This is an optimization exercise on Yosys and OpenROAD, whose aim is small area, a short achievable clock period and few clock cycles per item, not a production implementation. Only simulation tests tie the RTL to the original design; equivalence was not proved.

== run 1 ==
Design mulDivUnit, start of the top module:
module mulDivUnit
#(
  parameter int dataWidth = 32
) (
  input  logic                 clk,
  input  logic                 rstN,
  input  logic                 inReq,
  output logic                 inAck,
  input  logic [2:0]           opCode,
  input  logic [dataWidth-1:0] lOp,
  input  logic [dataWidth-1:0] rOp,
  output logic                 outReq,
  input  logic                 outAck,
  output logic [dataWidth-1:0] result,
  output logic                 divByZero,
  output logic                 divOverflow
);
export LEC_CHECK = 0
export ABC_CLOCK_PERIOD_IN_PS = 3000
export CAP_MARGIN = 20
export CORE_MARGIN = 2
export CORE_UTILIZATION = 40
export SETUP_SLACK_MARGIN = 1.5
export SLEW_MARGIN = 20
create_clock -name core_clock -period 5.0 [get_ports {clk}]
run.sh (not shown) runs the stock make flow with config.mk's settings and CLKGATE_MAP_FILE= SYNTH_SCRIPT=/design/flow/synth_recipe.tcl, a recipe that flattens the netlist after the stock synthesis.
Looking at the reports, run 1 completed the entire flow and the layout it produced met the timing, DRC and antenna checks.
Testbench counts of run 1, summed over its fixed seeds: cycles 17,171, items 2,048.
Relative to run 1, the following input files were edited for run 2:
Settings: ABC_AREA newly set to 1; ABC_CLOCK_PERIOD_IN_PS removed (was 3000); SETUP_SLACK_MARGIN changed from 1.5 to 0.3.
--- outcome ---
Taking run 1 as the reference, in run 2 number of gates given a new drive strength after cts fell 258; top fanout value on the critical path rose 4.
Run 2 reports its startpoint of the worst setup timing path as A[33] while run 1 reports op[1].
The inputs of run 3 differ from those of run 2 as listed below.
Settings: swapping 40 for 70 in CORE_UTILIZATION; putting PLACE_DENSITY at 0.8 where nothing was set.
- Run 3 vs. run 2: worst setup margin shrank by 100 ps, final standard cell area without fillers has decreased, aggregate routed wire length decreased by 4900 µm relative to the old numbers, HPWL reported at the end of detailed placement now smaller, cell count fell 232.
- Run 3 ended up with a lower layout net count than run 2 did.
- [compare] base=run 2 new=run 3: global-route wire length before repair fell 6.1%.
For run 4, these inputs were changed with respect to run 3:
Settings: CORE_UTILIZATION changed from 70 to 40; PLACE_DENSITY removed (was 0.8).
==> flow/flow/run.sh (new file) <==
#!/bin/bash
cp standard.sh standard_sh_copy.log
export BUFFER_PORTS_ARGS="-buffer_cell sky130_fd_sc_hd__buf_2"
bash standard.sh > standard.log 2>&1
==> flow/standard.sh (new file) <==
#!/bin/bash
# synth_recipe.tcl (not shown) runs the flow's synth.tcl, then flattens the netlist and writes it again
# the make line also repeats each setting of config.mk as NAME=value (left out here)
make -C /OpenROAD-flow-scripts/flow DESIGN_CONFIG=/design/flow/config.mk WORK_HOME=/design/flow/orfs CLKGATE_MAP_FILE= SYNTH_SCRIPT=/design/flow/synth_recipe.tcl "${@:-finish}"
removed: flow/run.sh
## What came out
- The met1 wire length of run 4 exceeds that of run 3 by 7600 µm.
- Effective utilization at floorplan (run 4 over run 3): decrease, 31 points
- Higher non-clock buffer count goes to run 4 over run 3.
- Delta(post-synthesis to final-layout area growth, run 4 - run 3) < 0
- Compared with run 3, run 4 shows a lower post-route minimum period.
- Run 4 ended up with b0one as its critical path capture point; run 3 ended up with result[31].
- From run 3 to run 4 the numbers moved as follows: number of antenna violations at the first check in global routing held steady, relative area of non-clock buffer cells in the final design lost 2.4 points, detailed-route vias per instance has decreased.
- Global routing met2 resource utilization for run 4: 25 points down relative to run 3
What run 5 does differently from run 4 at the input level:
Settings: SETUP_SLACK_MARGIN changed from 0.3 to 0.5; PLACE_DENSITY newly set to 0.75; ABC_AREA removed (was 1); CORE_UTILIZATION changed from 40 to 60; ABC_CLOCK_PERIOD_IN_PS newly set to 4000.
==> flow/run.sh (new file) <==
#!/bin/bash
# synth_recipe.tcl (not shown) runs the flow's synth.tcl, then flattens the netlist and writes it again
# the make line also repeats each setting of config.mk as NAME=value (left out here)
make -C /OpenROAD-flow-scripts/flow DESIGN_CONFIG=/design/flow/config.mk WORK_HOME=/design/flow/orfs CLKGATE_MAP_FILE= SYNTH_SCRIPT=/design/flow/synth_recipe.tcl finish
removed: flow/flow/run.sh
removed: flow/standard.sh
==> comparison <==
- From run 4 to run 5 the numbers moved as follows: non-clock buffer count went up; pin count of the biggest net entering global routing went up by 20.
- Wire length | run 5 below run 4
- [compare] base=run 4 new=run 5: share of synthesized cell area in full adder, half adder and majority cells neither gained nor lost much.
- Between run 4 and run 5, fraction of layout cells with a size suffix above 1 increased.
- Relative to run 4, overall die width has decreased by 37 µm in run 5.
- Run 5 reports its capturing instance or port of the critical path as result[8] while run 4 reports b0one.

---

Another version of the RTL of mulDivUnit (not shown whole).
Size: about 2000 cells after synthesis, about 170 flip-flops.
clock: 5.0 ns
lec_check: 0
abc_area: 1
cap_margin: 20
core_margin: 2
core_utilization: 40
cts_buf_list: sky130_fd_sc_hd__clkbuf_8
gpl_timing_driven: 0
setup_slack_margin: 0.3
slew_margin: 20
standard.sh (not shown) runs the stock make flow with config.mk's settings and CLKGATE_MAP_FILE= SYNTH_SCRIPT=/design/flow/synth_recipe.tcl, a recipe that flattens the netlist after the stock synthesis.
==> flow/flow/run.sh <==
#!/bin/bash
cp standard.sh standard_sh_copy.log
export BUFFER_PORTS_ARGS="-buffer_cell sky130_fd_sc_hd__buf_2"
bash standard.sh > standard.log 2>&1
The starting point passed the timing, DRC and antenna checks.
Testbench counts at the start, summed over its fixed seeds: cycles 15,179, items 2,048.
Next try:
- CTS_BUF_LIST: sky130_fd_sc_hd__clkbuf_8 -> unset
- GPL_TIMING_DRIVEN: 0 -> unset
- clock skew went down by 0.013 ns
- area after synthesis is unchanged
- fmax went up by 2.6%
- worst setup slack gets better by 0.12 ns
- register-to-register slack gets better by 0.12 ns
- routed wire length went down by 14%
- core utilization went down by 1.4 points
Next try:
- CORE_UTILIZATION: 40 -> 50
- CTS_BUF_LIST: unset -> sky130_fd_sc_hd__clkbuf_8
What happened: Die area is lower by about a fifth. Wire length climbs by a few percent. Sequential share of layout area stays flat. Synthesized area is unchanged. Final area barely changes. Global-route usage went up by 7.3 points. Clock skew increases by 0.0082 ns.
Next try:
- CORE_UTILIZATION: 50 -> 40
- TNS_END_PERCENT: unset -> 5
After rerunning: Via count came out lower by 1.8%; core utilization came out lower by 12 points; routed wire length came out lower by 2.6%; synthesized area does not change.
Next try:
- CAP_MARGIN: 20 -> 5
- SLEW_MARGIN: 20 -> 5
- TNS_END_PERCENT: 5 -> unset
Design area falls by 0.76%.
Setup slack is worse by 0.024 ns.
Utilization falls by 0.34 points.
Clock-buffer cell count stays the same.
Next try:
- CAP_MARGIN: 5 -> 20
- SLEW_MARGIN: 5 -> 20
Outcome:
- worst hold slack does not change
- first-iteration DRC count does not change
- utilization stays the same
- worst setup slack does not change

what the ideal ports hide:
How much do the figures lean on ideal ports? The routed layouts below were timed once more, with nothing changed but the port constraints.
Step 1 sets driving cells, clkbuf_16 on the clock port and buf_2 on the other inputs (assumed; they add their load-dependent delay and slew).
Step 2, shift: input delay + t, output delay - t, t = (earliest + latest rising clock arrival at the registers) / 2. This alone moves slack from input paths to output paths.
Three values: ideal ports, drivers, drivers and shift; two values: the first two.
run | t (ns) | slack for setup (ns) | hold slack, ns | clock arrival spread, ns | cell pins on the clock port's net
run 1 | 0.542 | 0.497 / 0.497 / 0.497 | 0.446 / 0.446 / 0.446 | 0.020 / 0.019 | 1
run 2 | 0.513 | 0.493 / 0.493 / 0.493 | 0.435 / 0.435 / 0.435 | 0.016 / 0.016 | 1
run 3 | 0.510 | 0.391 / 0.391 / 0.391 | 0.446 / 0.446 / 0.446 | 0.021 / 0.021 | 1
run 4 | 0.524 | 0.543 / 0.543 / 0.543 | 0.437 / 0.437 / 0.437 | 0.013 / 0.013 | 1
run 5 | 0.487 | 0.540 / 0.540 / 0.540 | 0.440 / 0.440 / 0.440 | 0.023 / 0.023 | 1
the first run of note 2 | 0.581 | 0.362 / 0.362 / 0.362 | 0.452 / 0.452 / 0.452 | 0.025 / 0.026 | 1
the second run of note 2 | 0.518 | 0.480 / 0.480 / 0.480 | 0.435 / 0.435 / 0.435 | 0.012 / 0.012 | 1
the third run of note 2 | 0.559 | 0.440 / 0.440 / 0.440 | 0.468 / 0.468 / 0.468 | 0.021 / 0.021 | 1
the fourth run of note 2 | 0.569 | 0.490 / 0.490 / 0.490 | 0.449 / 0.449 / 0.449 | 0.019 / 0.019 | 1
the fifth run of note 2 | 0.576 | 0.466 / 0.466 / 0.466 | 0.440 / 0.440 / 0.440 | 0.016 / 0.016 | 1
the sixth run of note 2 | 0.576 | 0.466 / 0.466 / 0.466 | 0.440 / 0.440 / 0.440 | 0.016 / 0.016 | 1
After both steps every run listed still meets setup and hold.
